Context: an optimization exercise on an open-source flow, tuned for small area. The choices shown serve that exercise and are no tape-out recipe. Only simulation tests tie the RTL to the original design; equivalence was not proved. The flow treats the clock pin as an ideal source, which a real chip does not have. Power and IR drop assume default switching activity.

### design/flow/flow/run.sh
#!/bin/bash
# The standard layout (standard.sh), with three changes:
#  - synthesis maps the logic with an area-oriented ABC script (synth.tcl,
#    area.abc); flip-flops are mapped as in the standard synthesis;
#  - port buffers are buf_1;
#  - the clock tree uses small clock buffers and no dummy loads.
# Each make step's full log stays under orfs/logs/; the make output as a
# whole goes to make.log here.
set -euo pipefail
here=$(pwd)
# The platform's don't-use cells, and very large cells that timing repair
# would otherwise pick for the one high-fanout net (given on the make command
# line, since ORFS re-runs make for each step without the environment's
# additions to this list).
dont_use="sky130_fd_sc_hd__probe_p_8 sky130_fd_sc_hd__probec_p_8 sky130_fd_sc_hd__lpflow_bleeder_1 sky130_fd_sc_hd__lpflow_clkbufkapwr_1 sky130_fd_sc_hd__lpflow_clkbufkapwr_16 sky130_fd_sc_hd__lpflow_clkbufkapwr_2 sky130_fd_sc_hd__lpflow_clkbufkapwr_4 sky130_fd_sc_hd__lpflow_clkbufkapwr_8 sky130_fd_sc_hd__lpflow_clkinvkapwr_1 sky130_fd_sc_hd__lpflow_clkinvkapwr_16 sky130_fd_sc_hd__lpflow_clkinvkapwr_2 sky130_fd_sc_hd__lpflow_clkinvkapwr_4 sky130_fd_sc_hd__lpflow_clkinvkapwr_8 sky130_fd_sc_hd__lpflow_decapkapwr_12 sky130_fd_sc_hd__lpflow_decapkapwr_3 sky130_fd_sc_hd__lpflow_decapkapwr_4 sky130_fd_sc_hd__lpflow_decapkapwr_6 sky130_fd_sc_hd__lpflow_decapkapwr_8 sky130_fd_sc_hd__lpflow_inputiso0n_1 sky130_fd_sc_hd__lpflow_inputiso0p_1 sky130_fd_sc_hd__lpflow_inputiso1n_1 sky130_fd_sc_hd__lpflow_inputiso1p_1 sky130_fd_sc_hd__lpflow_inputisolatch_1 sky130_fd_sc_hd__lpflow_isobufsrc_1 sky130_fd_sc_hd__lpflow_isobufsrc_16 sky130_fd_sc_hd__lpflow_isobufsrc_2 sky130_fd_sc_hd__lpflow_isobufsrc_4 sky130_fd_sc_hd__lpflow_isobufsrc_8 sky130_fd_sc_hd__lpflow_isobufsrckapwr_16 sky130_fd_sc_hd__lpflow_lsbuf_lh_hl_isowell_tap_1 sky130_fd_sc_hd__lpflow_lsbuf_lh_hl_isowell_tap_2 sky130_fd_sc_hd__lpflow_lsbuf_lh_hl_isowell_tap_4 sky130_fd_sc_hd__lpflow_lsbuf_lh_isowell_4 sky130_fd_sc_hd__lpflow_lsbuf_lh_isowell_tap_1 sky130_fd_sc_hd__lpflow_lsbuf_lh_isowell_tap_2 sky130_fd_sc_hd__lpflow_lsbuf_lh_isowell_tap_4 sky130_fd_sc_hd__buf_12 sky130_fd_sc_hd__buf_16 sky130_fd_sc_hd__buf_6 sky130_fd_sc_hd__buf_8 sky130_fd_sc_hd__bufbuf_16 sky130_fd_sc_hd__bufbuf_8 sky130_fd_sc_hd__bufinv_16 sky130_fd_sc_hd__bufinv_8 sky130_fd_sc_hd__clkbuf_16 sky130_fd_sc_hd__clkbuf_8 sky130_fd_sc_hd__clkinv_16 sky130_fd_sc_hd__clkinv_8 sky130_fd_sc_hd__ebufn_8 sky130_fd_sc_hd__einvn_8 sky130_fd_sc_hd__einvp_8 sky130_fd_sc_hd__inv_12 sky130_fd_sc_hd__inv_16 sky130_fd_sc_hd__inv_6 sky130_fd_sc_hd__inv_8 sky130_fd_sc_hd__mux2_8 sky130_fd_sc_hd__nand2_8 sky130_fd_sc_hd__nor2_8"
export SYNTH_INSBUF=0
export AREA_ABC_SCRIPT=$here/flow/area.abc
export BUFFER_PORTS_ARGS="-buffer_cell sky130_fd_sc_hd__buf_1"
export CTS_ARGS="-sink_clustering_enable -repair_clock_nets -dont_use_dummy_load -buf_list {sky130_fd_sc_hd__clkbuf_8}"
bash standard.sh SYNTH_SCRIPT=$here/flow/synth.tcl SKIP_REPAIR_TIE_FANOUT=1 DONT_USE_CELLS="$dont_use" finish > make.log 2>&1
### design/flow/flow/area.abc
strash
dc2
&get -n
&dch -f
&nf -a -R 1000
&put
### design/flow/flow/synth.tcl
# synth_recipe.tcl (the standard synthesis) with one change: ABC maps the
# logic for area with an area-recovering script, and only with the
# smallest drive strength of each cell (placement and timing repair
# resize where needed). Flip-flops are mapped before ABC runs, as before.
proc synth {args} { yosys synth -nofsm -noshare {*}$args }
proc abc {args} {
  set out {}
  set skip 0
  foreach a $args {
    if {$skip} { set skip 0; continue }
    if {$a eq "-script"} {
      set skip 1
      continue
    }
    lappend out $a
  }
  foreach p {_2 _3 _4 _6 _8 _12 _16} { lappend out -dont_use "*$p" }
  yosys abc -script $::env(AREA_ABC_SCRIPT) {*}$out
}
source $::env(SCRIPTS_DIR)/synth.tcl
# left out here: clear keep_hierarchy, flatten, clean up, hide names made inside functions, write 1_2_yosys.v
### design/flow/standard.sh
#!/bin/bash
# synth_recipe.tcl (not shown) runs the flow's synth.tcl, then flattens the netlist and writes it again
# the make line also repeats each setting of config.mk as NAME=value (left out here)
make -C /OpenROAD-flow-scripts/flow DESIGN_CONFIG=/design/flow/config.mk WORK_HOME=/design/flow/orfs CLKGATE_MAP_FILE= SYNTH_SCRIPT=/design/flow/synth_recipe.tcl "${@:-finish}"
### design/flow/config.mk
export PLATFORM = sky130hd
export DESIGN_NAME = prize_field
export DESIGN_NICKNAME = prize_field
export VERILOG_FILES = /design/flow/design.v
export SDC_FILE = /design/flow/constraint.sdc
export NUM_CORES = 4
export LEC_CHECK = 0
export CAP_MARGIN = 10
export CORE_MARGIN = 2
export CORE_UTILIZATION = 55
export GPL_TIMING_DRIVEN = 0
export PLACE_DENSITY = 0.75
export SLEW_MARGIN = 10
### design/flow/constraint.sdc
create_clock -name core_clock -period 5.0 [get_ports {clk}]
set_input_delay 1.0000 -clock core_clock [delete_from_list [all_inputs] [get_ports {clk}]]
set_output_delay 1.0000 -clock core_clock [all_outputs]
set_load 0.01 [all_outputs]
### design/flow/design.v
`timescale 1ns/1ps
package prize_pkg;
	localparam int GRID_COLS = 10;
	localparam int GRID_ROWS = 7;
	function automatic logic [1:0] level_map(input int layer, input int lvl,
			input int row, input int col);
		logic [1:0] k;
		k = 2'd0;
		if (layer == 0 && lvl == 0) begin
			if (row == 1 && (col == 1 || col == 2 || col == 3)) k = 2'd1;
			if (row == 2 && col == 7) k = 2'd2;
			if (row == 4 && (col == 0 || col == 9)) k = 2'd1;
			if (row == 4 && col == 5) k = 2'd2;
			if (row == 6 && (col == 2 || col == 3)) k = 2'd1;
		end else if (layer == 0 && lvl == 1) begin
			if (row == 0 && col == 9) k = 2'd2;
			if (row == 1) k = 2'd1;
			if (row == 3 && (col == 4 || col == 5)) k = 2'd1;
			if (row == 5 && col == 0) k = 2'd2;
			if (row == 5 && col == 8) k = 2'd1;
		end else if (layer == 1 && lvl == 0) begin
			if (row == 3 && col == 2) k = 2'd1;
			if (row == 4 && col == 5) k = 2'd1;
		end else if (layer == 1 && lvl == 1) begin
			if (row == 2 && col == 6) k = 2'd1;
		end
		level_map = k;
	endfunction
endpackage
`timescale 1ns/1ps
`timescale 1ns/1ps
`timescale 1ns/1ps
`timescale 1ns/1ps
module prize_field (
	input  logic        clk,
	input  logic        resetN,
	input  logic [10:0] pixel_x,
	input  logic [10:0] pixel_y,
	input  logic [10:0] player_x,
	input  logic [10:0] player_y,
	input  logic        prize_hit,
	input  logic        block_hit,
	input  logic [3:0]  hit_edge,
	input  logic        level,
	input  logic        next_level,
	input  logic        player_alive,
	input  logic [9:0]  random_bits,
	output logic        draw,
	output logic [2:0]  prize_kind,
	output logic [10:0] tile_left,
	output logic [10:0] tile_top,
	output logic [1:0]  color_variant
);
	logic rl, nrl, lv, ld0, ld1;
	assign rl  = !resetN || next_level || !player_alive;
	assign nrl = !rl;
	assign lv  = resetN && level;
	assign ld0 = rl && !lv;
	assign ld1 = rl && lv;
	logic lvq;
	always_ff @(posedge clk) lvq <= rl ? lv : lvq;
	logic [9:0] q_col;
	logic [6:0] q_row;
	logic       q_hi;
	logic [6:0] take_row;
	logic [6:0] bump_row;
	always_comb begin
		for (int c = 0; c < 10; c++) q_col[c] = (player_x[9:6] == 4'(c));
		for (int r = 0; r < 7; r++) q_row[r] = (player_y[8:6] == 3'(r));
	end
	assign q_hi = !player_x[10] && (player_y[10:9] == 2'b00);
	assign take_row = {7{prize_hit && nrl && q_hi}} & q_row;
	assign bump_row = {7{block_hit && (hit_edge == 4'b0100) && !prize_hit && nrl && q_hi}} & q_row;
	logic take0_row2;
	assign take0_row2 = take_row[2] && !lvq;
	logic take0_row4;
	assign take0_row4 = take_row[4] && !lvq;
	logic take0_row6;
	assign take0_row6 = take_row[6] && !lvq;
	logic take1_row1;
	assign take1_row1 = take_row[1] && lvq;
	logic l1_0_0;
	always_ff @(posedge clk) l1_0_0 <= (l1_0_0 && nrl) || (bump_row[0] && q_col[0]);
	logic l1_0_1;
	always_ff @(posedge clk) l1_0_1 <= (l1_0_1 && nrl) || (bump_row[0] && q_col[1]);
	logic l1_0_2;
	always_ff @(posedge clk) l1_0_2 <= (l1_0_2 && nrl) || (bump_row[0] && q_col[2]);
	logic l1_0_3;
	always_ff @(posedge clk) l1_0_3 <= (l1_0_3 && nrl) || (bump_row[0] && q_col[3]);
	logic l1_0_4;
	always_ff @(posedge clk) l1_0_4 <= (l1_0_4 && nrl) || (bump_row[0] && q_col[4]);
	logic l1_0_5;
	always_ff @(posedge clk) l1_0_5 <= (l1_0_5 && nrl) || (bump_row[0] && q_col[5]);
	logic l1_0_6;
	always_ff @(posedge clk) l1_0_6 <= (l1_0_6 && nrl) || (bump_row[0] && q_col[6]);
	logic l1_0_7;
	always_ff @(posedge clk) l1_0_7 <= (l1_0_7 && nrl) || (bump_row[0] && q_col[7]);
	logic l1_0_8;
	always_ff @(posedge clk) l1_0_8 <= (l1_0_8 && nrl) || (bump_row[0] && q_col[8]);
	logic l1_0_9;
	always_ff @(posedge clk) l1_0_9 <= (l1_0_9 && nrl) || (bump_row[0] && q_col[9]);
	logic e0_0_9;
	always_ff @(posedge clk) e0_0_9 <= (e0_0_9 && nrl) || (take_row[0] && q_col[9]) || ld0;
	logic l1_1_0;
	always_ff @(posedge clk) l1_1_0 <= (l1_1_0 && nrl) || (bump_row[1] && q_col[0]);
	logic l1_1_1;
	always_ff @(posedge clk) l1_1_1 <= (l1_1_1 && nrl) || (bump_row[1] && q_col[1]);
	logic e0_1_1;
	always_ff @(posedge clk) e0_1_1 <= (e0_1_1 && nrl) || (take_row[1] && q_col[1]);
	logic l1_1_2;
	always_ff @(posedge clk) l1_1_2 <= (l1_1_2 && nrl) || (bump_row[1] && q_col[2]);
	logic e0_1_2;
	always_ff @(posedge clk) e0_1_2 <= (e0_1_2 && nrl) || (take_row[1] && q_col[2]);
	logic l1_1_3;
	always_ff @(posedge clk) l1_1_3 <= (l1_1_3 && nrl) || (bump_row[1] && q_col[3]);
	logic e0_1_3;
	always_ff @(posedge clk) e0_1_3 <= (e0_1_3 && nrl) || (take_row[1] && q_col[3]);
	logic l1_1_4;
	always_ff @(posedge clk) l1_1_4 <= (l1_1_4 && nrl) || (bump_row[1] && q_col[4]);
	logic l1_1_5;
	always_ff @(posedge clk) l1_1_5 <= (l1_1_5 && nrl) || (bump_row[1] && q_col[5]);
	logic l1_1_6;
	always_ff @(posedge clk) l1_1_6 <= (l1_1_6 && nrl) || (bump_row[1] && q_col[6]);
	logic l1_1_7;
	always_ff @(posedge clk) l1_1_7 <= (l1_1_7 && nrl) || (bump_row[1] && q_col[7]);
	logic l1_1_8;
	always_ff @(posedge clk) l1_1_8 <= (l1_1_8 && nrl) || (bump_row[1] && q_col[8]);
	logic e0_1_8;
	always_ff @(posedge clk) e0_1_8 <= (e0_1_8 && nrl) || (take_row[1] && q_col[8]) || ld0;
	logic l1_1_9;
	always_ff @(posedge clk) l1_1_9 <= (l1_1_9 && nrl) || (bump_row[1] && q_col[9]);
	logic l1_2_0;
	always_ff @(posedge clk) l1_2_0 <= (l1_2_0 && nrl) || (bump_row[2] && q_col[0]);
	logic l1_2_1;
	always_ff @(posedge clk) l1_2_1 <= (l1_2_1 && nrl) || (bump_row[2] && q_col[1]);
	logic l1_2_2;
	always_ff @(posedge clk) l1_2_2 <= (l1_2_2 && nrl) || (bump_row[2] && q_col[2]);
	logic l1_2_3;
	always_ff @(posedge clk) l1_2_3 <= (l1_2_3 && nrl) || (bump_row[2] && q_col[3]);
	logic l1_2_4;
	always_ff @(posedge clk) l1_2_4 <= (l1_2_4 && nrl) || (bump_row[2] && q_col[4]);
	logic l1_2_5;
	always_ff @(posedge clk) l1_2_5 <= (l1_2_5 && nrl) || (bump_row[2] && q_col[5]);
	logic l1_2_6;
	always_ff @(posedge clk) l1_2_6 <= (l1_2_6 && nrl) || (bump_row[2] && q_col[6]) || ld1;
	logic l1_2_7;
	always_ff @(posedge clk) l1_2_7 <= (l1_2_7 && nrl) || (bump_row[2] && q_col[7]);
	logic e0_2_7;
	always_ff @(posedge clk) e0_2_7 <= (e0_2_7 && nrl) || (q_col[7] && (take0_row2 || take1_row1));
	logic l1_2_8;
	always_ff @(posedge clk) l1_2_8 <= (l1_2_8 && nrl) || (bump_row[2] && q_col[8]);
	logic l1_2_9;
	always_ff @(posedge clk) l1_2_9 <= (l1_2_9 && nrl) || (bump_row[2] && q_col[9]);
	logic l1_3_0;
	always_ff @(posedge clk) l1_3_0 <= (l1_3_0 && nrl) || (bump_row[3] && q_col[0]);
	logic l1_3_1;
	always_ff @(posedge clk) l1_3_1 <= (l1_3_1 && nrl) || (bump_row[3] && q_col[1]);
	logic l1_3_2;
	always_ff @(posedge clk) l1_3_2 <= (l1_3_2 && nrl) || (bump_row[3] && q_col[2]) || ld0;
	logic l1_3_3;
	always_ff @(posedge clk) l1_3_3 <= (l1_3_3 && nrl) || (bump_row[3] && q_col[3]);
	logic l1_3_4;
	always_ff @(posedge clk) l1_3_4 <= (l1_3_4 && nrl) || (bump_row[3] && q_col[4]);
	logic e0_3_4;
	always_ff @(posedge clk) e0_3_4 <= (e0_3_4 && nrl) || (take_row[3] && q_col[4]) || ld0;
	logic l1_3_5;
	always_ff @(posedge clk) l1_3_5 <= (l1_3_5 && nrl) || (bump_row[3] && q_col[5]);
	logic e0_3_5;
	always_ff @(posedge clk) e0_3_5 <= (e0_3_5 && nrl) || (take_row[3] && q_col[5]) || ld0;
	logic l1_3_6;
	always_ff @(posedge clk) l1_3_6 <= (l1_3_6 && nrl) || (bump_row[3] && q_col[6]);
	logic l1_3_7;
	always_ff @(posedge clk) l1_3_7 <= (l1_3_7 && nrl) || (bump_row[3] && q_col[7]);
	logic l1_3_8;
	always_ff @(posedge clk) l1_3_8 <= (l1_3_8 && nrl) || (bump_row[3] && q_col[8]);
	logic l1_3_9;
	always_ff @(posedge clk) l1_3_9 <= (l1_3_9 && nrl) || (bump_row[3] && q_col[9]);
	logic l1_4_0;
	always_ff @(posedge clk) l1_4_0 <= (l1_4_0 && nrl) || (bump_row[4] && q_col[0]);
	logic e0_4_0;
	always_ff @(posedge clk) e0_4_0 <= (e0_4_0 && nrl) || (q_col[0] && (take0_row4 || take1_row1));
	logic l1_4_1;
	always_ff @(posedge clk) l1_4_1 <= (l1_4_1 && nrl) || (bump_row[4] && q_col[1]);
	logic l1_4_2;
	always_ff @(posedge clk) l1_4_2 <= (l1_4_2 && nrl) || (bump_row[4] && q_col[2]);
	logic l1_4_3;
	always_ff @(posedge clk) l1_4_3 <= (l1_4_3 && nrl) || (bump_row[4] && q_col[3]);
	logic l1_4_4;
	always_ff @(posedge clk) l1_4_4 <= (l1_4_4 && nrl) || (bump_row[4] && q_col[4]);
	logic l1_4_5;
	always_ff @(posedge clk) l1_4_5 <= (l1_4_5 && nrl) || (bump_row[4] && q_col[5]) || ld0;
	logic e0_4_5;
	always_ff @(posedge clk) e0_4_5 <= (e0_4_5 && nrl) || (q_col[5] && (take0_row4 || take1_row1));
	logic l1_4_6;
	always_ff @(posedge clk) l1_4_6 <= (l1_4_6 && nrl) || (bump_row[4] && q_col[6]);
	logic l1_4_7;
	always_ff @(posedge clk) l1_4_7 <= (l1_4_7 && nrl) || (bump_row[4] && q_col[7]);
	logic l1_4_8;
	always_ff @(posedge clk) l1_4_8 <= (l1_4_8 && nrl) || (bump_row[4] && q_col[8]);
	logic l1_4_9;
	always_ff @(posedge clk) l1_4_9 <= (l1_4_9 && nrl) || (bump_row[4] && q_col[9]);
	logic e0_4_9;
	always_ff @(posedge clk) e0_4_9 <= (e0_4_9 && nrl) || (q_col[9] && (take0_row4 || take1_row1));
	logic l1_5_0;
	always_ff @(posedge clk) l1_5_0 <= (l1_5_0 && nrl) || (bump_row[5] && q_col[0]);
	logic e0_5_0;
	always_ff @(posedge clk) e0_5_0 <= (e0_5_0 && nrl) || (take_row[5] && q_col[0]) || ld0;
	logic l1_5_1;
	always_ff @(posedge clk) l1_5_1 <= (l1_5_1 && nrl) || (bump_row[5] && q_col[1]);
	logic l1_5_2;
	always_ff @(posedge clk) l1_5_2 <= (l1_5_2 && nrl) || (bump_row[5] && q_col[2]);
	logic l1_5_3;
	always_ff @(posedge clk) l1_5_3 <= (l1_5_3 && nrl) || (bump_row[5] && q_col[3]);
	logic l1_5_4;
	always_ff @(posedge clk) l1_5_4 <= (l1_5_4 && nrl) || (bump_row[5] && q_col[4]);
	logic l1_5_5;
	always_ff @(posedge clk) l1_5_5 <= (l1_5_5 && nrl) || (bump_row[5] && q_col[5]);
	logic l1_5_6;
	always_ff @(posedge clk) l1_5_6 <= (l1_5_6 && nrl) || (bump_row[5] && q_col[6]);
	logic l1_5_7;
	always_ff @(posedge clk) l1_5_7 <= (l1_5_7 && nrl) || (bump_row[5] && q_col[7]);
	logic l1_5_8;
	always_ff @(posedge clk) l1_5_8 <= (l1_5_8 && nrl) || (bump_row[5] && q_col[8]);
	logic e0_5_8;
	always_ff @(posedge clk) e0_5_8 <= (e0_5_8 && nrl) || (take_row[5] && q_col[8]) || ld0;
	logic l1_5_9;
	always_ff @(posedge clk) l1_5_9 <= (l1_5_9 && nrl) || (bump_row[5] && q_col[9]);
	logic l1_6_0;
	always_ff @(posedge clk) l1_6_0 <= (l1_6_0 && nrl) || (bump_row[6] && q_col[0]);
	logic l1_6_1;
	always_ff @(posedge clk) l1_6_1 <= (l1_6_1 && nrl) || (bump_row[6] && q_col[1]);
	logic l1_6_2;
	always_ff @(posedge clk) l1_6_2 <= (l1_6_2 && nrl) || (bump_row[6] && q_col[2]);
	logic e0_6_2;
	always_ff @(posedge clk) e0_6_2 <= (e0_6_2 && nrl) || (take0_row6 && q_col[2]) || (take1_row1 && q_col[4]);
	logic l1_6_3;
	always_ff @(posedge clk) l1_6_3 <= (l1_6_3 && nrl) || (bump_row[6] && q_col[3]);
	logic e0_6_3;
	always_ff @(posedge clk) e0_6_3 <= (e0_6_3 && nrl) || (take0_row6 && q_col[3]) || (take1_row1 && q_col[6]);
	logic l1_6_4;
	always_ff @(posedge clk) l1_6_4 <= (l1_6_4 && nrl) || (bump_row[6] && q_col[4]);
	logic l1_6_5;
	always_ff @(posedge clk) l1_6_5 <= (l1_6_5 && nrl) || (bump_row[6] && q_col[5]);
	logic l1_6_6;
	always_ff @(posedge clk) l1_6_6 <= (l1_6_6 && nrl) || (bump_row[6] && q_col[6]);
	logic l1_6_7;
	always_ff @(posedge clk) l1_6_7 <= (l1_6_7 && nrl) || (bump_row[6] && q_col[7]);
	logic l1_6_8;
	always_ff @(posedge clk) l1_6_8 <= (l1_6_8 && nrl) || (bump_row[6] && q_col[8]);
	logic l1_6_9;
	always_ff @(posedge clk) l1_6_9 <= (l1_6_9 && nrl) || (bump_row[6] && q_col[9]);
	logic [69:0] t_l1;
	logic [69:0] t_l0;
	assign t_l1[0] = l1_0_0;
	assign t_l0[0] = 1'b0;
	assign t_l1[1] = l1_0_1;
	assign t_l0[1] = 1'b0;
	assign t_l1[2] = l1_0_2;
	assign t_l0[2] = 1'b0;
	assign t_l1[3] = l1_0_3;
	assign t_l0[3] = 1'b0;
	assign t_l1[4] = l1_0_4;
	assign t_l0[4] = 1'b0;
	assign t_l1[5] = l1_0_5;
	assign t_l0[5] = 1'b0;
	assign t_l1[6] = l1_0_6;
	assign t_l0[6] = 1'b0;
	assign t_l1[7] = l1_0_7;
	assign t_l0[7] = 1'b0;
	assign t_l1[8] = l1_0_8;
	assign t_l0[8] = 1'b0;
	assign t_l1[9] = l1_0_9;
	assign t_l0[9] = !e0_0_9;
	assign t_l1[10] = l1_1_0;
	assign t_l0[10] = (!e0_4_0 && lvq);
	assign t_l1[11] = l1_1_1;
	assign t_l0[11] = !e0_1_1;
	assign t_l1[12] = l1_1_2;
	assign t_l0[12] = !e0_1_2;
	assign t_l1[13] = l1_1_3;
	assign t_l0[13] = !e0_1_3;
	assign t_l1[14] = l1_1_4;
	assign t_l0[14] = (!e0_6_2 && lvq);
	assign t_l1[15] = l1_1_5;
	assign t_l0[15] = (!e0_4_5 && lvq);
	assign t_l1[16] = l1_1_6;
	assign t_l0[16] = (!e0_6_3 && lvq);
	assign t_l1[17] = l1_1_7;
	assign t_l0[17] = (!e0_2_7 && lvq);
	assign t_l1[18] = l1_1_8;
	assign t_l0[18] = !e0_1_8;
	assign t_l1[19] = l1_1_9;
	assign t_l0[19] = (!e0_4_9 && lvq);
	assign t_l1[20] = l1_2_0;
	assign t_l0[20] = 1'b0;
	assign t_l1[21] = l1_2_1;
	assign t_l0[21] = 1'b0;
	assign t_l1[22] = l1_2_2;
	assign t_l0[22] = 1'b0;
	assign t_l1[23] = l1_2_3;
	assign t_l0[23] = 1'b0;
	assign t_l1[24] = l1_2_4;
	assign t_l0[24] = 1'b0;
	assign t_l1[25] = l1_2_5;
	assign t_l0[25] = 1'b0;
	assign t_l1[26] = l1_2_6;
	assign t_l0[26] = 1'b0;
	assign t_l1[27] = l1_2_7;
	assign t_l0[27] = (!e0_2_7 && !lvq);
	assign t_l1[28] = l1_2_8;
	assign t_l0[28] = 1'b0;
	assign t_l1[29] = l1_2_9;
	assign t_l0[29] = 1'b0;
	assign t_l1[30] = l1_3_0;
	assign t_l0[30] = 1'b0;
	assign t_l1[31] = l1_3_1;
	assign t_l0[31] = 1'b0;
	assign t_l1[32] = l1_3_2;
	assign t_l0[32] = 1'b0;
	assign t_l1[33] = l1_3_3;
	assign t_l0[33] = 1'b0;
	assign t_l1[34] = l1_3_4;
	assign t_l0[34] = !e0_3_4;
	assign t_l1[35] = l1_3_5;
	assign t_l0[35] = !e0_3_5;
	assign t_l1[36] = l1_3_6;
	assign t_l0[36] = 1'b0;
	assign t_l1[37] = l1_3_7;
	assign t_l0[37] = 1'b0;
	assign t_l1[38] = l1_3_8;
	assign t_l0[38] = 1'b0;
	assign t_l1[39] = l1_3_9;
	assign t_l0[39] = 1'b0;
	assign t_l1[40] = l1_4_0;
	assign t_l0[40] = (!e0_4_0 && !lvq);
	assign t_l1[41] = l1_4_1;
	assign t_l0[41] = 1'b0;
	assign t_l1[42] = l1_4_2;
	assign t_l0[42] = 1'b0;
	assign t_l1[43] = l1_4_3;
	assign t_l0[43] = 1'b0;
	assign t_l1[44] = l1_4_4;
	assign t_l0[44] = 1'b0;
	assign t_l1[45] = l1_4_5;
	assign t_l0[45] = (!e0_4_5 && !lvq);
	assign t_l1[46] = l1_4_6;
	assign t_l0[46] = 1'b0;
	assign t_l1[47] = l1_4_7;
	assign t_l0[47] = 1'b0;
	assign t_l1[48] = l1_4_8;
	assign t_l0[48] = 1'b0;
	assign t_l1[49] = l1_4_9;
	assign t_l0[49] = (!e0_4_9 && !lvq);
	assign t_l1[50] = l1_5_0;
	assign t_l0[50] = !e0_5_0;
	assign t_l1[51] = l1_5_1;
	assign t_l0[51] = 1'b0;
	assign t_l1[52] = l1_5_2;
	assign t_l0[52] = 1'b0;
	assign t_l1[53] = l1_5_3;
	assign t_l0[53] = 1'b0;
	assign t_l1[54] = l1_5_4;
	assign t_l0[54] = 1'b0;
	assign t_l1[55] = l1_5_5;
	assign t_l0[55] = 1'b0;
	assign t_l1[56] = l1_5_6;
	assign t_l0[56] = 1'b0;
	assign t_l1[57] = l1_5_7;
	assign t_l0[57] = 1'b0;
	assign t_l1[58] = l1_5_8;
	assign t_l0[58] = !e0_5_8;
	assign t_l1[59] = l1_5_9;
	assign t_l0[59] = 1'b0;
	assign t_l1[60] = l1_6_0;
	assign t_l0[60] = 1'b0;
	assign t_l1[61] = l1_6_1;
	assign t_l0[61] = 1'b0;
	assign t_l1[62] = l1_6_2;
	assign t_l0[62] = (!e0_6_2 && !lvq);
	assign t_l1[63] = l1_6_3;
	assign t_l0[63] = (!e0_6_3 && !lvq);
	assign t_l1[64] = l1_6_4;
	assign t_l0[64] = 1'b0;
	assign t_l1[65] = l1_6_5;
	assign t_l0[65] = 1'b0;
	assign t_l1[66] = l1_6_6;
	assign t_l0[66] = 1'b0;
	assign t_l1[67] = l1_6_7;
	assign t_l0[67] = 1'b0;
	assign t_l1[68] = l1_6_8;
	assign t_l0[68] = 1'b0;
	assign t_l1[69] = l1_6_9;
	assign t_l0[69] = 1'b0;
	logic [9:0] p_col;
	logic [6:0] p_row;
	logic [7:0] row_any;
	logic       a_any;
	logic       a_gem_d;
	logic       p_hi;
	assign p_hi = !pixel_x[10] && (pixel_y[10:9] == 2'b00);
	always_comb begin
		for (int c = 0; c < 10; c++) p_col[c] = (pixel_x[9:6] == 4'(c));
		for (int r = 0; r < 7; r++) p_row[r] = (pixel_y[8:6] == 3'(r));
		for (int r = 0; r < 7; r++) row_any[r] = |(t_l1[r*10 +: 10] & p_col) || |(t_l0[r*10 +: 10] & p_col);
		row_any[7] = 1'b0;
	end
	assign a_any = p_hi && row_any[pixel_y[8:6]];
	assign a_gem_d = p_hi && ((p_row[0] && p_col[9] && !e0_0_9) || (p_row[2] && p_col[7] && (!e0_2_7 && !lvq)) || (p_row[4] && p_col[5] && (!e0_4_5 && !lvq)) || (p_row[5] && p_col[0] && !e0_5_0));
	logic [3:0] pc;
	logic [2:0] pr;
	logic [3:0] a_col, b_col, c_col;
	logic [2:0] a_row, b_row, c_row;
	logic       a_gem, b_gem, c_gem;
	logic [1:0] c_cv;
	assign pc = pixel_x[9:6];
	assign pr = pixel_y[8:6];
	always_ff @(posedge clk) begin
		a_col <= {pc[3] | !a_any, pc[2], pc[1] | !a_any, pc[0]};
		a_row <= pr;
		a_gem <= a_gem_d;
		b_col <= a_col;
		b_row <= a_row;
		b_gem <= a_gem;
		c_col <= b_col;
		c_row <= b_row;
		c_gem <= b_gem;
		c_cv  <= {random_bits[b_row], b_col[3] ? random_bits[{3'b100, b_col[0]}] : random_bits[b_col[2:0]]};
	end
	assign draw          = !(c_col[3] && (c_col[2] || c_col[1]));
	assign prize_kind    = {1'b0, c_gem, draw && !c_gem};
	assign tile_left     = {1'b0, c_col, 6'd0};
	assign tile_top      = {2'b00, c_row, 6'd0};
	assign color_variant = c_cv;
endmodule
==> run summary, run 1 <==
status no timing/DRC/antenna violations; final setup vio count 0; die area 0.00817 mm^2; slew margin rel. 0.104; vias in the first global route 3363; IO Pins 93; synth top area cells dfxtp_1 54%, a22o_1 16%, o21ai_0 2.2%, nor2_1 2.1%, nor3_1 2.1%; Max Cap Violations 0; cell family with most CP delay simple AND/OR/NAND/NOR gates; PD cells 310 mW/mm^2; Iter 0 DRT Violations 263; number of diodes 0; most frequent cells in the layout 111 x dfxtp_1, 73 x a22o_1, 52 x buf_1; crit-path cells buf_1 -> nand2b_1 -> nor3_1 -> clkinv_1 -> o21ai_0 -> a221oi_1 -> nand4_1 -> o22ai_1 -> a21oi_1 -> o21ai_0 -> or3_1; critical path launch point type input port; FF+latch area 0.00225 mm^2; Core Region 0.00725 mm^2; DRT antenna net count 0; most frequent CP cell o21ai_0; Worst Path Class, Setup in -> reg; share of layout cells above drive strength 1 0.0643; Reg clk slew, reported paths 0.10 ns; Slew Limit Fails 0; CTS Buf Count 9; Critical Path RT 5.24 ns; first drt pass iteration count 5; area share of the largest cell type after synthesis 0.541; non-filler cells, final 550; Post-DP Area 0.00453 mm^2; Fmax achieved 271 MHz; wire per inst 20.2 um; CP Capture Type register; post-synthesis sequential area ratio 0.548; dpl hpwl 7580 um; PortBufs 52; placed cell count 541; Clock Tree Buf Depth 2; Die W 90.4 um; FP Rows 31; CP max stage delay 0.98 ns; routed via count 3579; Nets 518; syn avg cell area 10.8 um^2; Clock Skew 0.0242 ns; synth warn 1; Via density 6.51; total gr overflow 0; filler cell count 631; initial antenna violation count 0; final core occ 0.643; fin crit period 3.69 ns; Cell variety after synth 37; Multi-input gate area 0.00188 mm^2; Die H 90.4 um; largest net degree at the start of global routing 39; Hold Crit Class reg -> reg; fin area 0.00466 mm^2; fin crit share 0.739; Yosys reg bits 112; leading cell type in the layout, fill and taps excluded dfxtp_1; CTS Hold Bufs 0; syn nets 446; Slowest-stage cell, CP nor3_1; Fin Hold WS 0.312 ns; peak supply drop 0.190 mV; CP Max Fanout 9; Starting Density 0.566; P&R area growth vs syn 13.6%; GRT Util Overall 0.275; # DRC 0; Pleak 1.64 nW; Root Buffer clkbuf_8; CP arrival 3.94 ns; unrepaired setup endpoints after global routing false; Synth Instances 381; routability cong. 0.942; CP bufs+invs 2; CTS Sinks 112; post-cts sizing count 0; Yosys top cell by area dfxtp_1; Slew @ Worst Pin 1.33 ns; Worst-Skew Late Latency 0.37 ns; mapped cell area 0.00411 mm^2; final WL 11100 um; first-pass GRT wire length 17500 um; htree depth 3; CTS tree yes; Fin. Hold Viols 0; Post-CTS Setup Bufs 0
-- path summary, 6_finish.rpt --
| path | from | endpoint | depth (start not counted) | slack, ns |
|---|---|---|---|---|
| worst max-delay path | pixel_x[9] | a_col[3] | 11 | 1.31 |
| worst min-delay path | a_col[2] | b_col[2] | 0 | 0.31 |
| worst max register to register | lvq | a_col[3] | 5 | 3.04 |
| worst min register to register | a_col[2] | b_col[2] | 0 | 0.31 |
-- registers in the layout, indices dropped and copies added, names as in the netlist, 2 cells and up --
| name | flops |
|---|---|
| a_col | 4 |
| b_col | 4 |
| c_col | 4 |
| a_row | 3 |
| b_row | 3 |
| c_row | 3 |
| c_cv | 2 |
-- area by class of cell --
type,count,area share
Clock buffer,9,0.0266
Inverter,9,0.00724
Sequential cell,112,0.483
Tap cell,99,0.0266
Timing Repair Buffer,61,0.0531
Multi-Input combinational cell,260,0.404
-- synth_stat cells --
cell	count
nor4bb_1	2
nand2_1	19
o31a_1	1
a31oi_1	2
edfxtp_1	1
a22o_1	73
o31ai_1	4
nand3b_1	4
o21ai_0	18
nor3_1	17
nand2b_1	10
a221oi_1	9
or3b_1	1
dfxtp_1	111
a31o_1	1
mux2i_1	2
nor2b_1	5
nor3b_1	1
or2_0	2
a221o_1	6
and3_1	1
or3_1	6
a21oi_1	10
nand3_1	5
o2111ai_1	1
mux4_1	3
nor4_1	3
nand4_1	4
nor4b_1	1
clkinv_1	9
and2_0	2
nor2_1	23
o22a_1	2
conb_1	1
a222oi_1	5
a22oi_1	11
o22ai_1	5
-- metal layers --
metal / wire, um / vias to the layer above / GRT usage
met5: 0 / - / 0
met4: 371 / 0 / 0.119
met3: 1120 / 33 / 0.0768
met2: 4950 / 200 / 0.430
met1: 4650 / 1691 / 0.359
li1: - / 1655 / -
-- power breakdown --
group / internal, W / switching (W)
clock: 0.000162 / 0.000258
combinational: 0.0000343 / 0.0000728
sequential: 0.000909 / 0.00000916
-- kinds of logic (layout without fill, tap and decap cells) --
group,after synthesis,after routing,synth area share
other,1,1,0.000913
flip-flops,112,112,0.548
buffers and inverters,9,79,0.00823
AND/OR/NAND/NOR,106,106,0.134
AO/OA/AOI/OAI,148,148,0.285
multiplexers,5,5,0.0241
-- stage by stage --
step | power [W] | setup TNS [ns] | setup slack (ns)
after global placement | 0.00104 | -43.77 | -1.22
final | 0.00145 | 0 | 1.31
after CTS | 0.00145 | 0 | 1.41
after detailed placement | 0.00104 | 0 | 1.04
after global routing | 0.00150 | 0 | 1.16
after floorplan | 0.000993 | 0 | 0.483
==> run 2: changes to the inputs <==
--- a/design/flow/flow/run.sh
+++ b/design/flow/flow/run.sh
@@ -5,3 +5,4 @@
 #  - port buffers are buf_1;
-#  - the clock tree uses small clock buffers and no dummy loads.
+#  - the clock tree uses small clock buffers and no dummy loads, and
+#    clock buffers with too slow an output edge are upsized (cts_fix.tcl).
 # Each make step's full log stays under orfs/logs/; the make output as a
@@ -18,3 +19,5 @@
 export BUFFER_PORTS_ARGS="-buffer_cell sky130_fd_sc_hd__buf_1"
-export CTS_ARGS="-sink_clustering_enable -repair_clock_nets -dont_use_dummy_load -buf_list {sky130_fd_sc_hd__clkbuf_8}"
+export CTS_ARGS="-sink_clustering_enable -repair_clock_nets -dont_use_dummy_load -buf_list {sky130_fd_sc_hd__clkbuf_4}"
+# Clock buffers that leave too slow a clock edge are then upsized.
+export POST_CTS_TCL=$here/flow/cts_fix.tcl
 bash standard.sh SYNTH_SCRIPT=$here/flow/synth.tcl SKIP_REPAIR_TIE_FANOUT=1 DONT_USE_CELLS="$dont_use" finish > make.log 2>&1
==> design/flow/flow/cts_fix.tcl (new file) <==
proc cts_fix_slews {target} {
  set sizes {sky130_fd_sc_hd__clkbuf_1 sky130_fd_sc_hd__clkbuf_2 sky130_fd_sc_hd__clkbuf_4 sky130_fd_sc_hd__clkbuf_8 sky130_fd_sc_hd__clkbuf_16}
  set block [ord::get_db_block]
  for {set pass 0} {$pass < 3} {incr pass} {
    estimate_parasitics -placement
    set changed 0
    foreach inst [$block getInsts] {
      set m [[$inst getMaster] getName]
      set i [lsearch -exact $sizes $m]
      if {$i < 0 || $i == [llength $sizes] - 1} { continue }
      set out [$inst findITerm X]
      set net [$out getNet]
      if {$net eq "NULL" || [$net getSigType] ne "CLOCK"} { continue }
      set s [get_property [get_pins [$inst getName]/X] slew_max]
      if {$s > $target} {
        set new [lindex $sizes [expr {$i + 1}]]
        puts "cts_fix: [$inst getName] $m -> $new (slew [format %.3f $s] ns)"
        replace_cell [get_cells [$inst getName]] $new
        incr changed
      }
    }
    if {$changed == 0} { break }
  }
  detailed_placement
  estimate_parasitics -placement
}
cts_fix_slews 0.110
--- a/design/flow/config.mk
+++ b/design/flow/config.mk
@@ -11,3 +11,2 @@
 export GPL_TIMING_DRIVEN = 0
-export PLACE_DENSITY = 0.75
 export SLEW_MARGIN = 10
==> run 2 against run 1 <==
Routed wire length up 8.1%. Clock skew up 0.00099 ns. Global-route usage up 2.6 points. Non-clock buffer count down 1. Highest routed layer unchanged.
==> run summary, run 2 <==
Slew Limit Fails 0; Critical Path RT 5.21 ns; peak supply drop 0.224 mV; number of diodes 0; Slew @ Worst Pin 1.33 ns; first-pass GRT wire length 18700 um; first drt pass iteration count 5; share of layout cells above drive strength 1 0.0689; PortBufs 52; fin crit share 0.706; CP Capture Type register; setup TNS 0 ns; Reg2Reg Depth 5; status no timing/DRC/antenna violations; Post-synth EDFFs 1; Die W 90.4 um; Reg-to-Reg Start lvq; Multi-input gate area 0.00190 mm^2; Fmax achieved 283 MHz; WL met2 5660 um; P&R area growth vs syn 14.0%; unrepaired setup endpoints after global routing false; CTS Sinks 112; # DRC 0; mapped cell area 0.00411 mm^2; fin crit period 3.53 ns; Max Used Layer met4; dpl hpwl 8180 um; slew margin rel. 0.105; Post-synth top cells 111 x dfxtp_1, 73 x a22o_1, 23 x nor2_1, 19 x nand2_1, 18 x o21ai_0; worst reg-to-reg setup slack 2.98 ns; RR Endpoint a_col[1]; most common cell in the netlist dfxtp_1; Reg clk slew, reported paths 0.10 ns; final WL 12000 um; Starting Density 0.566; Worst-Skew Late Latency 0.34 ns; Fin. Hold Viols 0; Pleak 1.64 nW; final setup vio count 0; Worst Hold Path Cells 0; Slowest-stage cell, CP nor3_2; FF+latch area 0.00225 mm^2; placed cell count 540; syn nets 446; largest registers a_col (4), b_col (4), c_col (4); PD cells 312 mW/mm^2; routed via count 3644; post-synthesis sequential area ratio 0.548; wire per inst 21.8 um; CP max stage delay 0.71 ns; initial antenna violation count 0; Pwr Total 0.00146 W; largest net degree at the start of global routing 38; Worst Path Class, Setup in -> reg; hold path startpoint a_row[1]; CP arrival 3.73 ns; leading cell type in the layout, fill and taps excluded dfxtp_1; Via density 6.64; ys flop type dfxtp_1; non-filler cells, final 549; filler cell count 624; critical path launch point type input port; met1 WL 4830 um; worst hold endpoint b_row[1]; Clock Skew 0.0252 ns; die area 0.00817 mm^2; Synth Instances 381; CTS tree yes; routability cong. 0.886; IO Pins 93; crit-path cells buf_1 -> nand2b_1 -> nor3_2 -> a22o_1 -> a221oi_1 -> o21ai_0 -> a221oi_1 -> a31o_1 -> a21oi_1 -> o21ai_0 -> or3_1; Cell variety after synth 37; CP Max Fanout 9; Yosys top cell by area dfxtp_1; syn avg cell area 10.8 um^2; ys async rst share 0; GRT Util Overall 0.302; DRT antenna net count 0; metal3 WL 1060 um; area share of the largest cell type after synthesis 0.541; Core Region 0.00725 mm^2; final core occ 0.645; most frequent cells in the layout 111 x dfxtp_1, 73 x a22o_1, 52 x buf_1; Yosys reg bits 112; Hold Crit Class reg -> reg; synth top area cells dfxtp_1 54%, a22o_1 16%, o21ai_0 2.2%, nor2_1 2.1%, nor3_1 2.1%; synth warn 1; vias in the first global route 3559; Max Cap Violations 0; Iter 0 DRT Violations 314; FP Rows 31; total gr overflow 0; Nets 517; Fin Hold WS 0.313 ns; Die H 90.4 um
## run 2: cell count changes in the layout (fill, tap and decap cells not counted), sizes merged
cell  previous run  this run
buf             61        60
## run 2: metal layers
layer  up-vias  track usage
li1       1656            -
met1      1749        0.359
met2       201        0.494
met3        38       0.0876
met4         0        0.162
met5         -            0
## run 2: worst max-delay path by stage
| stage | from | endpoint | depth (start not counted) |
|---|---|---|---|
| after floorplan | player_alive | l1_2_0 | 5 |
| after global routing | pixel_x[8] | a_col[1] | 10 |
| final | pixel_x[8] | a_col[1] | 11 |
| after detailed placement | pixel_x[9] | a_col[3] | 11 |
| after global placement | resetN | l1_2_1 | 6 |
## run 2: cell families after synthesis
group	count (synthesis)	share of synthesized area
buf+inv	9	0.00823
compound gates	148	0.285
flops	112	0.548
mux	5	0.0241
other cells	1	0.000913
simple gates	106	0.134
## run 2: critical path, delay by kind of cell
family          cells  cell delay, ns
buf+inv             1            0.32
compound gates      7            1.13
simple gates        3            1.28
## run 2: report_power, final
group	switching, W	total [W]	internal, W
Combinational	0.0000758	0.000110	0.0000345
Sequential	0.00000941	0.000918	0.000909
Clock	0.000259	0.000432	0.000173
## run 2: through the flow
step	cell area, um^2	setup slack (ns)
2_1_floorplan	4110	0.483
3_3_place_gp	4430	-1.16
3_5_place_dp	4550	0.838
5_1_grt	4680	1.35
6_report	4680	1.47
## run 2: final cells by class
type                            count  area share
Multi-Input combinational cell    260       0.406
Sequential cell                   112       0.481
Inverter                            9     0.00722
Timing Repair Buffer               60      0.0519
Tap cell                           99      0.0265
Clock buffer                        9      0.0275
==> run 3: changes to the inputs <==
==> design/flow/flow/run.sh (replaced) <==
#!/bin/bash
# The standard layout (standard.sh), with three changes:
#  - synthesis maps the logic with an area-oriented ABC script (synth.tcl,
#    area.abc); flip-flops are mapped as in the standard synthesis;
#  - port buffers are buf_1;
#  - the clock tree uses small clock buffers and no dummy loads, and
#    clock buffers with too slow an output edge are upsized (cts_fix.tcl).
# Each make step's full log stays under orfs/logs/; the make output as a
# whole goes to make.log here.
set -euo pipefail
here=$(pwd)
# The platform's don't-use cells, and very large cells that timing repair
# would otherwise pick for the one high-fanout net (given on the make command
# line, since ORFS re-runs make for each step without the environment's
# additions to this list).
dont_use="sky130_fd_sc_hd__probe_p_8 sky130_fd_sc_hd__probec_p_8 sky130_fd_sc_hd__lpflow_bleeder_1 sky130_fd_sc_hd__lpflow_clkbufkapwr_1 sky130_fd_sc_hd__lpflow_clkbufkapwr_16 sky130_fd_sc_hd__lpflow_clkbufkapwr_2 sky130_fd_sc_hd__lpflow_clkbufkapwr_4 sky130_fd_sc_hd__lpflow_clkbufkapwr_8 sky130_fd_sc_hd__lpflow_clkinvkapwr_1 sky130_fd_sc_hd__lpflow_clkinvkapwr_16 sky130_fd_sc_hd__lpflow_clkinvkapwr_2 sky130_fd_sc_hd__lpflow_clkinvkapwr_4 sky130_fd_sc_hd__lpflow_clkinvkapwr_8 sky130_fd_sc_hd__lpflow_decapkapwr_12 sky130_fd_sc_hd__lpflow_decapkapwr_3 sky130_fd_sc_hd__lpflow_decapkapwr_4 sky130_fd_sc_hd__lpflow_decapkapwr_6 sky130_fd_sc_hd__lpflow_decapkapwr_8 sky130_fd_sc_hd__lpflow_inputiso0n_1 sky130_fd_sc_hd__lpflow_inputiso0p_1 sky130_fd_sc_hd__lpflow_inputiso1n_1 sky130_fd_sc_hd__lpflow_inputiso1p_1 sky130_fd_sc_hd__lpflow_inputisolatch_1 sky130_fd_sc_hd__lpflow_isobufsrc_1 sky130_fd_sc_hd__lpflow_isobufsrc_16 sky130_fd_sc_hd__lpflow_isobufsrc_2 sky130_fd_sc_hd__lpflow_isobufsrc_4 sky130_fd_sc_hd__lpflow_isobufsrc_8 sky130_fd_sc_hd__lpflow_isobufsrckapwr_16 sky130_fd_sc_hd__lpflow_lsbuf_lh_hl_isowell_tap_1 sky130_fd_sc_hd__lpflow_lsbuf_lh_hl_isowell_tap_2 sky130_fd_sc_hd__lpflow_lsbuf_lh_hl_isowell_tap_4 sky130_fd_sc_hd__lpflow_lsbuf_lh_isowell_4 sky130_fd_sc_hd__lpflow_lsbuf_lh_isowell_tap_1 sky130_fd_sc_hd__lpflow_lsbuf_lh_isowell_tap_2 sky130_fd_sc_hd__lpflow_lsbuf_lh_isowell_tap_4 sky130_fd_sc_hd__buf_12 sky130_fd_sc_hd__buf_16 sky130_fd_sc_hd__buf_6 sky130_fd_sc_hd__buf_8 sky130_fd_sc_hd__bufbuf_16 sky130_fd_sc_hd__bufbuf_8 sky130_fd_sc_hd__bufinv_16 sky130_fd_sc_hd__bufinv_8 sky130_fd_sc_hd__clkbuf_16 sky130_fd_sc_hd__clkbuf_8 sky130_fd_sc_hd__clkinv_16 sky130_fd_sc_hd__clkinv_8 sky130_fd_sc_hd__ebufn_8 sky130_fd_sc_hd__einvn_8 sky130_fd_sc_hd__einvp_8 sky130_fd_sc_hd__inv_12 sky130_fd_sc_hd__inv_16 sky130_fd_sc_hd__inv_6 sky130_fd_sc_hd__inv_8 sky130_fd_sc_hd__mux2_8 sky130_fd_sc_hd__nand2_8 sky130_fd_sc_hd__nor2_8 sky130_fd_sc_hd__a22o_1 sky130_fd_sc_hd__a22o_2 sky130_fd_sc_hd__a22o_4"
export SYNTH_INSBUF=0
export AREA_ABC_SCRIPT=$here/flow/area.abc
export BUFFER_PORTS_ARGS="-buffer_cell sky130_fd_sc_hd__buf_1"
export CTS_ARGS="-sink_clustering_enable -repair_clock_nets -dont_use_dummy_load -buf_list {sky130_fd_sc_hd__clkbuf_4}"
# Clock buffers that leave too slow a clock edge are then upsized.
export POST_CTS_TCL=$here/flow/cts_fix.tcl
bash standard.sh SYNTH_SCRIPT=$here/flow/synth.tcl SKIP_REPAIR_TIE_FANOUT=1 DONT_USE_CELLS="$dont_use" finish > make.log 2>&1
==> run 3 against run 2 <==
Final area is 1.7% lower. Worst setup slack worse by 0.53 ns. Clock skew is 0.0061 ns higher. Area after synthesis is 0.43% lower. Flip-flop and latch count stayed put. Routed wire length is 4.9% lower. Critical path type unchanged. Cell count is 13% higher. Still clean on timing, DRC and antenna. Highest routed layer unchanged. Hold slack better by 0.0082 ns.
==> run summary, run 3 <==
fin crit period 4.06 ns; first drt pass iteration count 5; fin crit share 0.812; Reg clk slew, reported paths 0.10 ns; status no timing/DRC/antenna violations; Fin Hold WS 0.321 ns; largest registers a_col (4), b_col (4), c_col (4); CTS Sinks 112; ys async rst share 0; Max Cap Violations 0; peak supply drop 0.164 mV; syn nets 524; P&R area growth vs syn 12.5%; Nets 591; syn avg cell area 8.91 um^2; synth warn 1; final setup vio count 0; # DRC 0; Pwr Total 0.00148 W; Yosys reg bits 112; CP Capture Type register; Slew Limit Fails 0; area share of the largest cell type after synthesis 0.543; CP arrival 4.30 ns; vias in the first global route 3422; total gr overflow 0; Slew @ Worst Pin 1.32 ns; PD cells 321 mW/mm^2; Clock Skew 0.0313 ns; Die W 90.2 um; CP Max Fanout 15; Pleak 1.51 nW; critical path launch point type input port; Slowest-stage cell, CP nor4b_1; Post-synth EDFFs 1; post-synthesis sequential area ratio 0.551; final core occ 0.638; Iter 0 DRT Violations 277; GRT Util Overall 0.290; dpl hpwl 7770 um; DRT antenna net count 0; fin area 0.00460 mm^2; Hold Crit Class reg -> reg; first-pass GRT wire length 18100 um; Post-DP Area 0.00445 mm^2; routability cong. 0.865; crit-path cells buf_1 -> nand2_1 -> nor2_4 -> clkinv_1 -> nor4_1 -> nor4b_1 -> nand4b_1 -> o21ai_0; CTS tree yes; Cell variety after synth 37; slew margin rel. 0.115; number of diodes 0; Core Region 0.00721 mm^2; Post-synth top cells 111 x dfxtp_1, 95 x o21ai_0, 94 x nand2_1, 21 x nor2_1, 18 x a21oi_1; PortBufs 52; share of layout cells above drive strength 1 0.0344; Yosys top cell by area dfxtp_1; most common cell in the netlist dfxtp_1; initial antenna violation count 0; mapped cell area 0.00409 mm^2; largest net degree at the start of global routing 35; unrepaired setup endpoints after global routing false; Worst-Skew Late Latency 0.34 ns; Synth Instances 459; Fin. Hold Viols 0; Fmax achieved 246 MHz; Die H 90.2 um; IO Pins 93; die area 0.00814 mm^2; most frequent cells in the layout 111 x dfxtp_1, 95 x o21ai_0, 94 x nand2_1; routed via count 3720; Starting Density 0.567; Critical Path RT 5.24 ns; CP max stage delay 0.97 ns; final WL 11400 um; ys flop type dfxtp_1; FP Rows 31; wire per inst 18.3 um; leading cell type in the layout, fill and taps excluded dfxtp_1; synth top area cells dfxtp_1 54%, o21ai_0 12%, nand2_1 8.6%, a22oi_1 3.1%, a21oi_1 2.2%; Via density 5.97; Worst Path Class, Setup in -> reg
## run 3: area by class of cell
type                            instances  area (um^2)
Inverter                               14         52.6
Multi-Input combinational cell        333         1810
Clock buffer                            9          140
Sequential cell                       112         2250
Fill cell                             675         2610
Timing Repair Buffer                   56          220
Tap cell                               99          124
## run 3: logic make-up (layout without fill, tap and decap cells)
kind of cell,Yosys count,count (layout),synth area share
other cells,1,1,0.000917
simple gates,171,171,0.190
flops,112,112,0.551
mux,5,5,0.0242
compound gates,156,156,0.221
buf+inv,14,79,0.0129
## run 3: final timing paths
check        startpoint        to  slack [ns]  cells after the start
max              resetN    l1_6_7        0.94                      8
min            a_row[1]  b_row[1]        0.32                      0
max reg2reg         lvq  a_col[3]        3.06                      8
min reg2reg    a_row[1]  b_row[1]        0.32                      0
## run 3: per-layer routing
| layer | up-vias | part of all wire | track usage |
|---|---|---|---|
| met4 | 0 | 0.028 | 0.112 |
| met1 | 1735 | 0.43 | 0.395 |
| met2 | 158 | 0.47 | 0.467 |
| li1 | 1802 | - | - |
| met5 | - | 0 | 0 |
| met3 | 25 | 0.071 | 0.0436 |
## run 3: where the power goes
| group | switching, W | total (W) | leakage (nW) | internal [W] |
|---|---|---|---|---|
| sequential | 0.00000858 | 0.000917 | 0.915 | 0.000909 |
| clock | 0.000268 | 0.000458 | 0.0724 | 0.000190 |
| combinational | 0.0000718 | 0.000104 | 0.523 | 0.0000323 |
## run 3: critical path, delay by kind of cell
| family | cells | cell delay, ns |
|---|---|---|
| compound gates | 1 | 0.35 |
| buf+inv | 2 | 0.46 |
| simple gates | 5 | 2.48 |
## run 3: through the flow
step | instances | setup TNS [ns] | setup WS [ns]
finish | 623 | 0 | 0.940
global route | 623 | 0 | 0.645
detailed placement | 614 | 0 | 0.669
global placement | 610 | -146.10 | -2.05
floorplan | 459 | 0 | 0.0587
==> run 4: changes to the inputs <==
--- a/design/flow/flow/run.sh
+++ b/design/flow/flow/run.sh
@@ -5,4 +5,3 @@
 #  - port buffers are buf_1;
-#  - the clock tree uses small clock buffers and no dummy loads, and
-#    clock buffers with too slow an output edge are upsized (cts_fix.tcl).
+#  - the clock tree uses small clock buffers and no dummy loads.
 # Each make step's full log stays under orfs/logs/; the make output as a
@@ -19,5 +18,3 @@
 export BUFFER_PORTS_ARGS="-buffer_cell sky130_fd_sc_hd__buf_1"
-export CTS_ARGS="-sink_clustering_enable -repair_clock_nets -dont_use_dummy_load -buf_list {sky130_fd_sc_hd__clkbuf_4}"
-# Clock buffers that leave too slow a clock edge are then upsized.
-export POST_CTS_TCL=$here/flow/cts_fix.tcl
+export CTS_ARGS="-sink_clustering_enable -repair_clock_nets -dont_use_dummy_load -buf_list {sky130_fd_sc_hd__clkbuf_8}"
 bash standard.sh SYNTH_SCRIPT=$here/flow/synth.tcl SKIP_REPAIR_TIE_FANOUT=1 DONT_USE_CELLS="$dont_use" finish > make.log 2>&1
removed: design/flow/flow/cts_fix.tcl
==> run 4 against run 3 <==
Final area fell by 0.35%. Via count about the same. Routed wire length fell by 0.38%. Critical endpoint is now l1_6_0. Flip-flop and latch count did not move. Synthesized cell count is the same. Largest cell class unchanged. Count of clock-buffer cells in the layout unchanged.
==> run summary, run 4 <==
Slowest-stage cell, CP nor4b_1; largest registers a_col (4), b_col (4), c_col (4); Slew @ Worst Pin 1.29 ns; Cell variety after synth 37; Post-synth top cells 111 x dfxtp_1, 95 x o21ai_0, 94 x nand2_1, 21 x nor2_1, 18 x a21oi_1; fin crit period 3.99 ns; Clock Tree Buf Depth 2; Hold Crit Class reg -> reg; Worst-Skew Late Latency 0.37 ns; unrepaired setup endpoints after global routing false; CTS Buf Count 9; worst reg-to-reg setup slack 3.03 ns; Worst Setup SP resetN; routed via count 3723; most common cell in the netlist dfxtp_1; ys async rst share 0; post-synthesis sequential area ratio 0.551; critical path endpoint l1_6_0; Fin. Hold Viols 0; Post-synth EDFFs 1; Fmax achieved 251 MHz; setup TNS 0 ns; final setup vio count 0; Yosys top cell by area dfxtp_1; Starting Density 0.567; dpl hpwl 7770 um; CP arrival 4.25 ns; Yosys reg bits 112; CP Max Fanout 15; Root Buffer clkbuf_8; slew margin rel. 0.136; initial antenna violation count 0; mapped cell area 0.00409 mm^2; routability cong. 0.865; placed cell count 614; DRT antenna net count 0; Nets 591; CTS tree yes; peak supply drop 0.142 mV; # DRC 0; htree depth 3; Via density 5.98; first-pass GRT wire length 18100 um; Reg2Reg Depth 8; Slew Limit Fails 0; synth warn 1; wire per inst 18.2 um; first drt pass iteration count 5; Pleak 1.50 nW; status no timing/DRC/antenna violations; share of layout cells above drive strength 1 0.0344; syn avg cell area 8.91 um^2; most frequent cells in the layout 111 x dfxtp_1, 95 x o21ai_0, 94 x nand2_1; IO Pins 93; ys flop type dfxtp_1; GRT Util Overall 0.289; Reg-to-Reg Start lvq; Clock Skew 0.0260 ns; PD cells 316 mW/mm^2; leading cell type in the layout, fill and taps excluded dfxtp_1; PortBufs 52; Core Region 0.00721 mm^2; vias in the first global route 3423; Post-CTS Setup Bufs 0; post-cts sizing count 0; Iter 0 DRT Violations 324; Synth Instances 459; Worst Path Class, Setup in -> reg; fin crit share 0.798; P&R area growth vs syn 12.1%; Critical Path RT 5.26 ns; final WL 11300 um; CP max stage delay 0.96 ns; total gr overflow 0; non-filler cells, final 623; Fin Hold WS 0.320 ns; Max Cap Violations 0; CTS Sinks 112; die area 0.00814 mm^2; pre-CTS WS 0.669 ns; Reg clk slew, reported paths 0.10 ns; number of diodes 0; CP Capture Type register; synth top area cells dfxtp_1 54%, o21ai_0 12%, nand2_1 8.6%, a22oi_1 3.1%, a21oi_1 2.2%; crit-path cells buf_1 -> nand2_1 -> nor2_4 -> clkinv_1 -> nor4_1 -> nor4b_1 -> nand4b_1 -> o21ai_0; final worst slack 1.01 ns; syn nets 524; Die H 90.2 um; area share of the largest cell type after synthesis 0.543; critical path launch point type input port; FP Rows 31; largest net degree at the start of global routing 35; RR Endpoint a_col[3]; Die W 90.2 um; CTS Hold Bufs 0
-- run 4: changes by cell type in the layout (fill, tap and decap cells not counted) --
cell	previous run	this run
clkbuf_16	2	0
clkbuf_8	6	9
clkbuf_4	1	0
-- run 4: where the power goes --
part | internal [W] | switching, W
Combinational | 0.0000323 | 0.0000714
Sequential | 0.000909 | 0.00000855
Clock | 0.000163 | 0.000264
Total | 0.00110 | 0.000344
-- run 4: routing by layer --
layer  routed length (um)  vias to the layer above  GRT usage  share of wire
met5                    0                        -          0              0
met4                  260                        0      0.109          0.023
met3                  751                       24     0.0394          0.066
met2                 5420                      161      0.466           0.48
met1                 4910                     1740      0.398           0.43
li1                     -                     1798          -              -
-- run 4: metrics by stage --
step           instance area [um^2]  total power, W  utilization
3_5_place_dp                   4450         0.00104        0.617
6_report                       4590         0.00145        0.636
4_1_cts                        4580         0.00145        0.634
5_1_grt                        4590         0.00150        0.636
2_1_floorplan                  4090        0.000991            -
3_3_place_gp                   4410         0.00104        0.611
-- run 4: final cells by class --
cell class / instances / area (um^2)
multi-input cells: 333 / 1810
inverters: 14 / 52.6
clock buffers: 9 / 124
flip-flops and latches: 112 / 2250
well taps: 99 / 124
fillers: 674 / 2630
repair buffers: 56 / 220
-- run 4: critical path, delay by kind of cell --
kind,cells,cell delay (ns)
and+or+nand+nor,5,2.45
buffers and inverters,2,0.46
AOI/OAI and AO/OA,1,0.33
-- run 4: how the worst min path moves through the flow --
stage | startpoint | endpoint | slack (ns) | depth (start not counted)
floorplan | a_col[0] | b_col[0] | 0.31 | 0
global placement | a_gem | b_gem | 0.31 | 0
finish | a_row[1] | b_row[1] | 0.32 | 0
global route | a_row[1] | b_row[1] | 0.33 | 0
CTS | a_row[1] | b_row[1] | 0.32 | 0
detailed placement | b_gem | c_gem | 0.31 | 0
-- run 4: cells by family after synthesis --
group                  after synthesis  share of synthesized area
flip-flops                         112                      0.551
AND/OR/NAND/NOR                    171                      0.190
AO/OA/AOI/OAI                      156                      0.221
multiplexers                         5                     0.0242
other                                1                   0.000917
buffers and inverters               14                     0.0129
==> run 5: changes to the inputs <==
--- a/design/flow/design.v
+++ b/design/flow/design.v
@@ -406,3 +406,3 @@
 	end
-	assign a_any = p_hi && row_any[pixel_y[8:6]];
+	assign a_any = p_hi && |(row_any[6:0] & p_row);
 	assign a_gem_d = p_hi && ((p_row[0] && p_col[9] && !e0_0_9) || (p_row[2] && p_col[7] && (!e0_2_7 && !lvq)) || (p_row[4] && p_col[5] && (!e0_4_5 && !lvq)) || (p_row[5] && p_col[0] && !e0_5_0));
@@ -426,3 +426,4 @@
 		c_gem <= b_gem;
-		c_cv  <= {random_bits[b_row], b_col[3] ? random_bits[{3'b100, b_col[0]}] : random_bits[b_col[2:0]]};
+		c_cv  <= {(b_row[2] && b_row[1]) ? random_bits[6] : random_bits[b_row],
+			b_col[3] ? random_bits[{3'b100, b_col[0]}] : random_bits[b_col[2:0]]};
 	end
==> run 5 against run 4 <==
Area after synthesis is 0.46% lower. Via count is 3.0% lower. Sequential power hardly changed. Combinational power is 6% lower. Routed wire length is 2.9% lower. Total power is 1.0% lower. Global-route usage is 1.2 points lower. Die area is 0.43% lower. Largest cell class unchanged. Flip-flop and latch count stayed put. Highest routed layer unchanged. Cell count is 2.6% lower. Critical path depth stayed put. Non-clock buffer count is 2 lower.
==> run summary, run 5 <==
Die H 90.0 um; most common cell in the netlist dfxtp_1; share of layout cells above drive strength 1 0.0335; Clock Power Share 0.292; syn avg cell area 9.15 um^2; CP Max Fanout 40; Root Buffer clkbuf_8; Worst Hold Path Cells 0; Core Region 0.00721 mm^2; critical path launch point type input port; total gr overflow 0; initial antenna violation count 0; area share of the largest cell type after synthesis 0.546; Iter 0 DRT Violations 373; CP Capture Type register; vias in the first global route 3218; first-pass GRT wire length 17500 um; wire per inst 18.2 um; Fin. Hold Viols 0; CP arrival 4.35 ns; switching pwr 0.000333 W; synth top area cells dfxtp_1 55%, o21ai_0 10%, nand2_1 8.4%, a222oi_1 3.7%, mux4_1 1.9%; CTS Buf Count 9; worst reg-to-reg setup slack 2.88 ns; Yosys reg bits 112; Critical Path RT 5.29 ns; largest net degree at the start of global routing 44; post-cts sizing count 0; Pleak 1.49 nW; PD cells 314 mW/mm^2; Post-CTS Setup Bufs 0; unrepaired setup endpoints after global routing false; Clock Tree Buf Depth 2; routability cong. 0.808; Clock Skew 0.0281 ns; Die W 90.0 um; leading cell type in the layout, fill and taps excluded dfxtp_1; filler cell count 670; GRT Util Overall 0.277; post-synthesis sequential area ratio 0.553; syn nets 510; Worst Path Class, Setup in -> reg; status no timing/DRC/antenna violations; slew margin rel. 0.112; Slew Limit Fails 0; ys async rst share 0; fin crit share 0.812; Max Cap Violations 0; IO Pins 93; fin area 0.00456 mm^2; Hold Crit Class reg -> reg; Reg clk slew, reported paths 0.10 ns; P&R area growth vs syn 12.1%; htree depth 3; Switching Share 0.233; die area 0.00810 mm^2; CP max stage delay 0.67 ns; Starting Density 0.564; peak supply drop 0.175 mV; first drt pass iteration count 6; Yosys top cell by area dfxtp_1; crit-path cells buf_1 -> nand2_1 -> nor2_4 -> clkinv_1 -> nor4_1 -> nor4b_2 -> nand4b_1 -> o21ai_0; FP Rows 31; dpl hpwl 7500 um; CTS Sinks 112; fin crit period 4.06 ns; ys flop type dfxtp_1; Post-synth EDFFs 1; number of diodes 0; Synth Instances 445; RR Endpoint a_col[3]; Cell variety after synth 36; Slew @ Worst Pin 1.32 ns; Nets 575; most frequent cells in the layout 111 x dfxtp_1, 91 x nand2_1, 84 x o21ai_0; Worst-Skew Late Latency 0.37 ns; final setup vio count 0; Reg-to-Reg Start lvq; synth warn 1; internal power 0.00110 W; Via density 5.95; Post-synth top cells 111 x dfxtp_1, 91 x nand2_1, 84 x o21ai_0, 21 x nor2_1, 15 x a222oi_1; worst hold endpoint b_col[3]; largest registers a_col (4), b_col (4), c_col (4); # DRC 0; Slowest-stage cell, CP nor2_4; Fmax achieved 246 MHz; PortBufs 52; Seq pwr share 0.640; CTS Hold Bufs 0; CTS tree yes; hold path startpoint a_col[3]; final WL 11000 um; combinational group share of total power 0.068; final core occ 0.632; Reg2Reg Depth 7; Post-DP Area 0.00443 mm^2; DRT antenna net count 0; mapped cell area 0.00407 mm^2; routed via count 3611; Worst Setup SP resetN
[run 5: cell types whose count changed in the layout (fill, tap and decap cells not counted), moves of 2 or more]
cell,delta
a21oi_1,-4
a221o_1,+2
a221oi_1,+2
a222oi_1,+9
a22oi_1,-11
clkinv_1,-2
nand2_1,-3
nand2b_1,+3
nand4_1,-2
nor4_1,+4
o21ai_0,-11
or2_0,+3
or3_1,-3
[run 5: per-stage QoR]
step / hold slack, ns / setup slack [ns] / total power [W] / TNS, ns / std cells
floorplan: 0.310 / 0.0785 / 0.000986 / 0 / 445
global placement: 0.310 / -2.00 / 0.00103 / -146.16 / 596
detailed placement: 0.312 / 0.0848 / 0.00103 / 0 / 598
CTS: 0.313 / 0.475 / 0.00144 / 0 / 607
global route: 0.312 / 0.439 / 0.00148 / 0 / 607
finish: 0.310 / 0.940 / 0.00143 / 0 / 607
[run 5: cells by family (layout without fill, tap and decap cells)]
kind of cell,Yosys count,after routing,share of synthesized area
other,1,1,0.000921
AOI/OAI and AO/OA,141,141,0.212
buffers and inverters,12,75,0.0111
DFF,112,112,0.553
muxes,6,6,0.0271
and+or+nand+nor,173,173,0.196
[run 5: worst max path at each step]
| stage | slack, ns | to |
|---|---|---|
| after CTS | 0.48 | l1_6_7 |
| final | 0.94 | l1_6_7 |
| after detailed placement | 0.08 | l1_6_5 |
| after global placement | -2.00 | l1_6_2 |
| after floorplan | 0.08 | l1_6_0 |
| after global routing | 0.44 | l1_6_6 |
[run 5: routing by layer]
layer	track usage	vias to the layer above	share of wire
met3	0.0503	12	0.083
met1	0.391	1675	0.45
met2	0.442	160	0.46
met5	0	-	0
met4	0.0744	0	0.0094
li1	-	1764	-
[run 5: cell type report]
cell class                 count  area, um^2  area share
timing repair buffer          54         208      0.0455
sequential                   112        2250       0.494
tap                           99         124      0.0272
clock buffer                   9         124      0.0272
multi-input combinational    321        1810       0.396
inverter                      12        45.0     0.00988
[run 5: power by group through the flow]
stage	clock, W	sequential, W	combinational (W)
after floorplan	0	0.000937	0.0000489
after global placement	0	0.000937	0.0000914
after detailed placement	0	0.000938	0.0000950
after CTS	0.000424	0.000917	0.0000953
after global routing	0.000459	0.000919	0.000106
final	0.000418	0.000917	0.0000975
[run 5: critical path: cells and delay by family]
family	cells	cell delay, ns
simple gates	5	2.44
buf+inv	2	0.60
compound gates	1	0.29

## static timing again, ports no longer ideal
The flow's constraints put no driver on any port. The routed layouts listed below were extracted and timed again, unchanged, in two steps. Step 1 assumes that a clkbuf_16 drives the clock port and a buf_2 every other input. Step 2 adds t to the input delays and takes it off the output delays; t is the mean of the earliest and latest rising clock arrival at the registers after step 1. Input paths then give back, and output paths get back, about the clock's delay inside the block. Slacks: no drivers / after step 1 / after step 2; pairs: no drivers / after step 1.
run | shift t [ns] | slack for setup (ns) | worst setup path after step 2 | worst data-port slew with drivers (ns)
run 1 | 0.390 | 1.305 / 1.309 / 0.919 | input to register | 0.05
run 2 | 0.362 | 1.472 / 1.488 / 1.126 | input to register | 0.04
run 3 | 0.367 | 0.940 / 0.956 / 0.588 | input to register | 0.04
run 4 | 0.387 | 1.011 / 1.021 / 0.634 | input to register | 0.04
run 5 | 0.380 | 0.940 / 0.940 / 0.561 | input to register | 0.04
After both steps every run listed still meets setup and hold. The setup slack of run 1, which loses most, moves by +0.004 ns with the drivers and by -0.386 ns with both steps.
